Context: an optimization exercise on an open-source flow, tuned for small area and few clock cycles per item. The choices shown serve that exercise and are no tape-out recipe. Only simulation tests tie the RTL to the original design; equivalence was not proved.

## the previous run
## fp_mul_pipe
module fp_mul_pipe #(
  parameter int EXP_W = 8,
  parameter int MAN_W = 23,
  parameter int TAG_W = 4
) (
  input  logic                           clk,
  input  logic                           rst_n,
  input  logic                           in_valid,
  output logic                           in_ready,
  input  logic [EXP_W+MAN_W:0]           in_a,
  input  logic [EXP_W+MAN_W:0]           in_b,
  input  logic [TAG_W-1:0]               in_tag,
  output logic                           out_valid,
  input  logic                           out_ready,
  output logic [EXP_W+MAN_W:0]           out_y,
  output logic [TAG_W-1:0]               out_tag,
  output logic [3:0]                     out_flags
);
Size: ~45 flip-flops, about 16000 sq um of cells after synthesis.
Settings: LEC_CHECK=0, ABC_AREA=1, CAP_MARGIN=20, CORE_MARGIN=2, CORE_UTILIZATION=40, PLACE_DENSITY=0.8, SLEW_MARGIN=20, SYNTH_HIERARCHICAL=1; clock period 7.5 ns.
standard.sh (not shown) runs the stock make flow with config.mk's settings and CLKGATE_MAP_FILE= SYNTH_SCRIPT=/design/flow/synth_recipe.tcl, a recipe that flattens the netlist after the stock synthesis.
==> flow/flow/run.sh <==
#!/bin/bash
# Own flow: the standard layout (standard.sh, which runs the standard
# synthesis unchanged and ORFS from floorplan to finish), except that the
# input and output ports are buffered with the smallest buffer cell
# (sky130_fd_sc_hd__buf_1) instead of the cell buffer_ports picks by default.
# Repair may still resize these buffers where timing or slew needs it.
set -euo pipefail
export BUFFER_PORTS_ARGS="-buffer_cell sky130_fd_sc_hd__buf_1"
bash standard.sh finish > standard_flow.log 2>&1
The previous run | status: complete | timing, DRC, antenna: pass
Testbench counts of the previous run, summed over its fixed seeds: cycles 24,008, items 24,000.
> inputs changed (the previous run -> the current run)
--- a/flow/design.v
+++ b/flow/design.v
@@ -1302,73 +1302,96 @@
     assign c[43] = G_0_42;
     assign c[44] = G_0_43;
     assign c[45] = G_0_44;
     assign c[46] = G_0_45;
     assign c[47] = G_0_46;
     assign c[48] = G_0_47;
     assign s = p ^ c[47:0];
     assign co = c[48];
     assign lo = s;
     assign lo_c = co;
   end
+  logic [8:0] es_d;
+  logic [8:1] ec;
+  fp_mul_ha u_e0 (.a(ea[0]), .b(eb[0]), .s(es_d[0]), .co(ec[1]));
+  for (genvar k = 1; k < 8; k++) begin : g_es
+    fp_mul_fa u_e (.a(ea[k]), .b(eb[k]), .c(ec[k]), .s(es_d[k]), .co(ec[k+1]));
+  end
+  assign es_d[8] = ec[8];
   logic        v_q;
   logic        sgn_q, st_q, nv_q;
   logic [1:0]  kind_q;
   logic [8:0]  es_q;
   logic [47:22] lo_q;
   logic [TAG_W-1:0] tag_q;
   always_ff @(posedge clk or negedge rst_n) begin
     if (!rst_n) v_q <= 1'b0;
     else if (adv) v_q <= in_valid;
   end
   always_ff @(posedge clk) begin
     if (adv) begin
       sgn_q  <= in_a[31] ^ in_b[31];
       kind_q <= kind_d;
       nv_q   <= nv_d;
-      es_q   <= {1'b0, ea} + {1'b0, eb};
+      es_q   <= es_d;
       lo_q   <= lo[47:22];
       st_q   <= |lo[21:0];
       tag_q  <= in_tag;
     end
   end
   logic [47:0] prod;
   assign prod[47:22] = lo_q;
   assign prod[21:0] = '0;
   logic        nsh, g, s, up, carry, ovf, unf;
   logic [22:0] man, man_i;
-  logic signed [9:0] e;
+  logic [9:0] e;
   assign nsh   = prod[47];
   assign man   = nsh ? prod[46:24] : prod[45:23];
   assign g     = nsh ? prod[23] : prod[22];
   assign s     = st_q | (nsh & prod[22]);
   assign up    = g & (man[0] | s);
   logic [22:0] ic;
   logic [4:0] bc;
   assign bc[0] = up;
   for (genvar k = 0; k < 23; k++) begin : g_inc
     if (k % 6 == 0) begin : g_first
       assign ic[k] = bc[k / 6];
     end else begin : g_next
       assign ic[k] = ic[k-1] & man[k-1];
     end
     if (k % 6 == 5 || k == 22) begin : g_blk
       assign bc[k / 6 + 1] = bc[k / 6] & (&man[k:k - (k % 6)]);
     end
   end
   assign man_i = man ^ ic;
   assign carry = bc[4];
-  assign e     = $signed({1'b0, es_q}) - 10'sd127 + $signed({9'd0, nsh})
-               + $signed({9'd0, carry});
-  assign ovf   = (e >= 10'sd255);
-  assign unf   = (e <= 10'sd0);
+  logic [9:0] v, vc, pv;
+  assign v[0]  = ~(es_q[0] ^ nsh);
+  assign vc[1] = es_q[0] | nsh;
+  for (genvar k = 1; k < 7; k++) begin : g_v
+    assign v[k]    = es_q[k] ^ vc[k];
+    assign vc[k+1] = es_q[k] & vc[k];
+  end
+  assign v[7]  = ~(es_q[7] ^ vc[7]);
+  assign vc[8] = es_q[7] | vc[7];
+  assign v[8]  = ~(es_q[8] ^ vc[8]);
+  assign vc[9] = es_q[8] | vc[8];
+  assign v[9]  = ~vc[9];
+  assign pv[0] = 1'b1;
+  for (genvar k = 1; k < 10; k++) begin : g_pv
+    assign pv[k] = pv[k-1] & v[k-1];
+  end
+  assign e   = v ^ ({10{carry}} & pv);
+  assign ovf = (!v[9] & (v[8] | (&v[7:0])))
+             | (carry & !v[9] & !v[8] & (v[7:0] == 8'hfe));
+  assign unf = v[9] | (!carry & (v == 10'd0));
   always_comb begin
     out_flags = '0;
     case (kind_q)
       2'd3: begin
         out_y = 32'h7fc00000;
         out_flags[3] = nv_q;
       end
       2'd2: out_y = {sgn_q, 8'hff, 23'd0};
       2'd1: out_y = {sgn_q, 31'd0};
       default: begin
         if (ovf)      out_y = {sgn_q, 8'hff, 23'd0};
Findings:
- Compared with the previous run, the current run shows a lower area overhead of the layout relative to synthesis.
- The post-route minimum period was comparable across the current run and the previous run.
- Sort the current run and the previous run by met2 track utilization from global routing, descending, and the current run comes first.
- Reported for the current run and the previous run, number of buffers on the longest clock path turned out identical to the last digit.
- The previous run → the current run: post-route worst hold slack has increased; slew at the pin closest to its max-slew limit has increased; die footprint has decreased; post-route standard cell area excluding fillers has decreased; global routing usage summed across all routing layers has increased.
- Of the current run and the previous run, it is the current run that has the lower post-synthesis net count.
Testbench counts of the current run, summed over its fixed seeds: cycles 24,008, items 24,000.

========
fp_mul_pipe again, from the RTL that the note above started with.
// fp_mul_pipe
module fp_mul_pipe #(
  parameter int EXP_W = 8,
  parameter int MAN_W = 23,
  parameter int TAG_W = 4
) (
  input  logic                           clk,
  input  logic                           rst_n,
  input  logic                           in_valid,
  output logic                           in_ready,
  input  logic [EXP_W+MAN_W:0]           in_a,
  input  logic [EXP_W+MAN_W:0]           in_b,
  input  logic [TAG_W-1:0]               in_tag,
  output logic                           out_valid,
  input  logic                           out_ready,
  output logic [EXP_W+MAN_W:0]           out_y,
  output logic [TAG_W-1:0]               out_tag,
  output logic [3:0]                     out_flags
);
export LEC_CHECK = 0
export ABC_AREA = 1
export CAP_MARGIN = 20
export CORE_MARGIN = 2
export CORE_UTILIZATION = 40
export PLACE_DENSITY = 0.9
export SLEW_MARGIN = 20
export SYNTH_HIERARCHICAL = 1
create_clock -name core_clock -period 7.5 [get_ports {clk}]
Scripts as last shown in full above: flow/flow/run.sh
Testbench counts at the start, summed over its fixed seeds: cycles 24,008, items 24,000.
Edit:
--- a/flow/design.v
+++ b/flow/design.v
@@ -1305,43 +1305,50 @@
     assign c[46] = G_0_45;
     assign c[47] = G_0_46;
     assign c[48] = G_0_47;
     assign s = p ^ c[47:0];
     assign co = c[48];
     assign lo = s;
     assign lo_c = co;
   end
+  logic [8:0] es_d;
+  logic [8:1] ec;
+  fp_mul_ha u_e0 (.a(ea[0]), .b(eb[0]), .s(es_d[0]), .co(ec[1]));
+  for (genvar k = 1; k < 8; k++) begin : g_es
+    fp_mul_fa u_e (.a(ea[k]), .b(eb[k]), .c(ec[k]), .s(es_d[k]), .co(ec[k+1]));
+  end
+  assign es_d[8] = ec[8];
   logic        v_q;
   logic        sgn_q, st_q, nv_q;
   logic [1:0]  kind_q;
   logic [8:0]  es_q;
   logic [47:22] lo_q;
   logic [TAG_W-1:0] tag_q;
   always_ff @(posedge clk or negedge rst_n) begin
     if (!rst_n) v_q <= 1'b0;
     else if (adv) v_q <= in_valid;
   end
   always_ff @(posedge clk) begin
     if (adv) begin
       sgn_q  <= in_a[31] ^ in_b[31];
       kind_q <= kind_d;
       nv_q   <= nv_d;
-      es_q   <= {1'b0, ea} + {1'b0, eb};
+      es_q   <= es_d;
       lo_q   <= lo[47:22];
       st_q   <= |lo[21:0];
       tag_q  <= in_tag;
     end
   end
   logic [47:0] prod;
   assign prod[47:22] = lo_q;
   assign prod[21:0] = '0;
   logic        nsh, g, s, up, carry, ovf, unf;
   logic [22:0] man, man_i;
-  logic signed [9:0] e;
+  logic [9:0] e;
   assign nsh   = prod[47];
   assign man   = nsh ? prod[46:24] : prod[45:23];
   assign g     = nsh ? prod[23] : prod[22];
   assign s     = st_q | (nsh & prod[22]);
   assign up    = g & (man[0] | s);
   logic [22:0] ic;
   logic [4:0] bc;
   assign bc[0] = up;
@@ -1352,20 +1359,36 @@
       assign ic[k] = ic[k-1] & man[k-1];
     end
     if (k % 6 == 5 || k == 22) begin : g_blk
       assign bc[k / 6 + 1] = bc[k / 6] & (&man[k:k - (k % 6)]);
     end
   end
   assign man_i = man ^ ic;
   assign carry = bc[4];
-  assign e     = $signed({1'b0, es_q}) - 10'sd127 + $signed({9'd0, nsh})
-               + $signed({9'd0, carry});
-  assign ovf   = (e >= 10'sd255);
-  assign unf   = (e <= 10'sd0);
+  logic [9:0] v, vc, pv;
+  assign v[0]  = ~(es_q[0] ^ nsh);
+  assign vc[1] = es_q[0] | nsh;
+  for (genvar k = 1; k < 7; k++) begin : g_v
+    assign v[k]    = es_q[k] ^ vc[k];
+    assign vc[k+1] = es_q[k] & vc[k];
+  end
+  assign v[7]  = ~(es_q[7] ^ vc[7]);
+  assign vc[8] = es_q[7] | vc[7];
+  assign v[8]  = ~(es_q[8] ^ vc[8]);
+  assign vc[9] = es_q[8] | vc[8];
+  assign v[9]  = ~vc[9];
+  assign pv[0] = 1'b1;
+  for (genvar k = 1; k < 10; k++) begin : g_pv
+    assign pv[k] = pv[k-1] & v[k-1];
+  end
+  assign e   = v ^ ({10{carry}} & pv);
+  assign ovf = (!v[9] & (v[8] | (&v[7:0])))
+             | (carry & !v[9] & !v[8] & (v[7:0] == 8'hfe));
+  assign unf = v[9] | (!carry & (v == 10'd0));
   always_comb begin
     out_flags = '0;
     case (kind_q)
       2'd3: begin
         out_y = 32'h7fc00000;
         out_flags[3] = nv_q;
       end
       2'd2: out_y = {sgn_q, 8'hff, 23'd0};
What happened: The changed run went through all stages and came out clean; core utilization hardly moves; wire length is lower slightly; count of clock-buffer cells in the layout does not change; worst hold slack gains 0.071 ns; cell area stays flat; global-route usage is lower by 0.28 points; register-to-register slack loses 0.16 ns.
Testbench counts after the change, summed over its fixed seeds: cycles 24,008, items 24,000.

==> separate check: timing with driven ports <==
The results above use ideal ports. As a check the final layouts listed here were re-extracted and re-timed, cells and wires unchanged.
Step 1 (the two cells are an assumption about what drives the block):
set clk [get_ports {clk}]
set_driving_cell -lib_cell sky130_fd_sc_hd__clkbuf_16 $clk
set_driving_cell -lib_cell sky130_fd_sc_hd__buf_2 [delete_from_list [all_inputs] $clk]
Step 2 moves the port delays by t, midway between the first and last clock arrival at a register: inputs arrive t later, outputs are due t later. That takes back most of the time a late clock gives input paths.
a / b / c = ideal ports / drivers / drivers and shift; a / b = the first two.
run	t, ns	setup slack, ns	worst setup path at the end
the previous run	0.321	0.250 / 0.243 / -0.078	input to register
the current run	0.317	0.248 / 0.150 / -0.166	input to register
the first run of note 2	0.318	0.190 / 0.199 / -0.119	input to register
the second run of note 2	0.324	0.243 / 0.256 / -0.067	input to register
Met with ideal ports but missed after step 2: setup timing in every run listed. For the current run, which loses most, drivers alone change the setup slack by -0.098 ns; drivers and shift together by -0.414 ns.
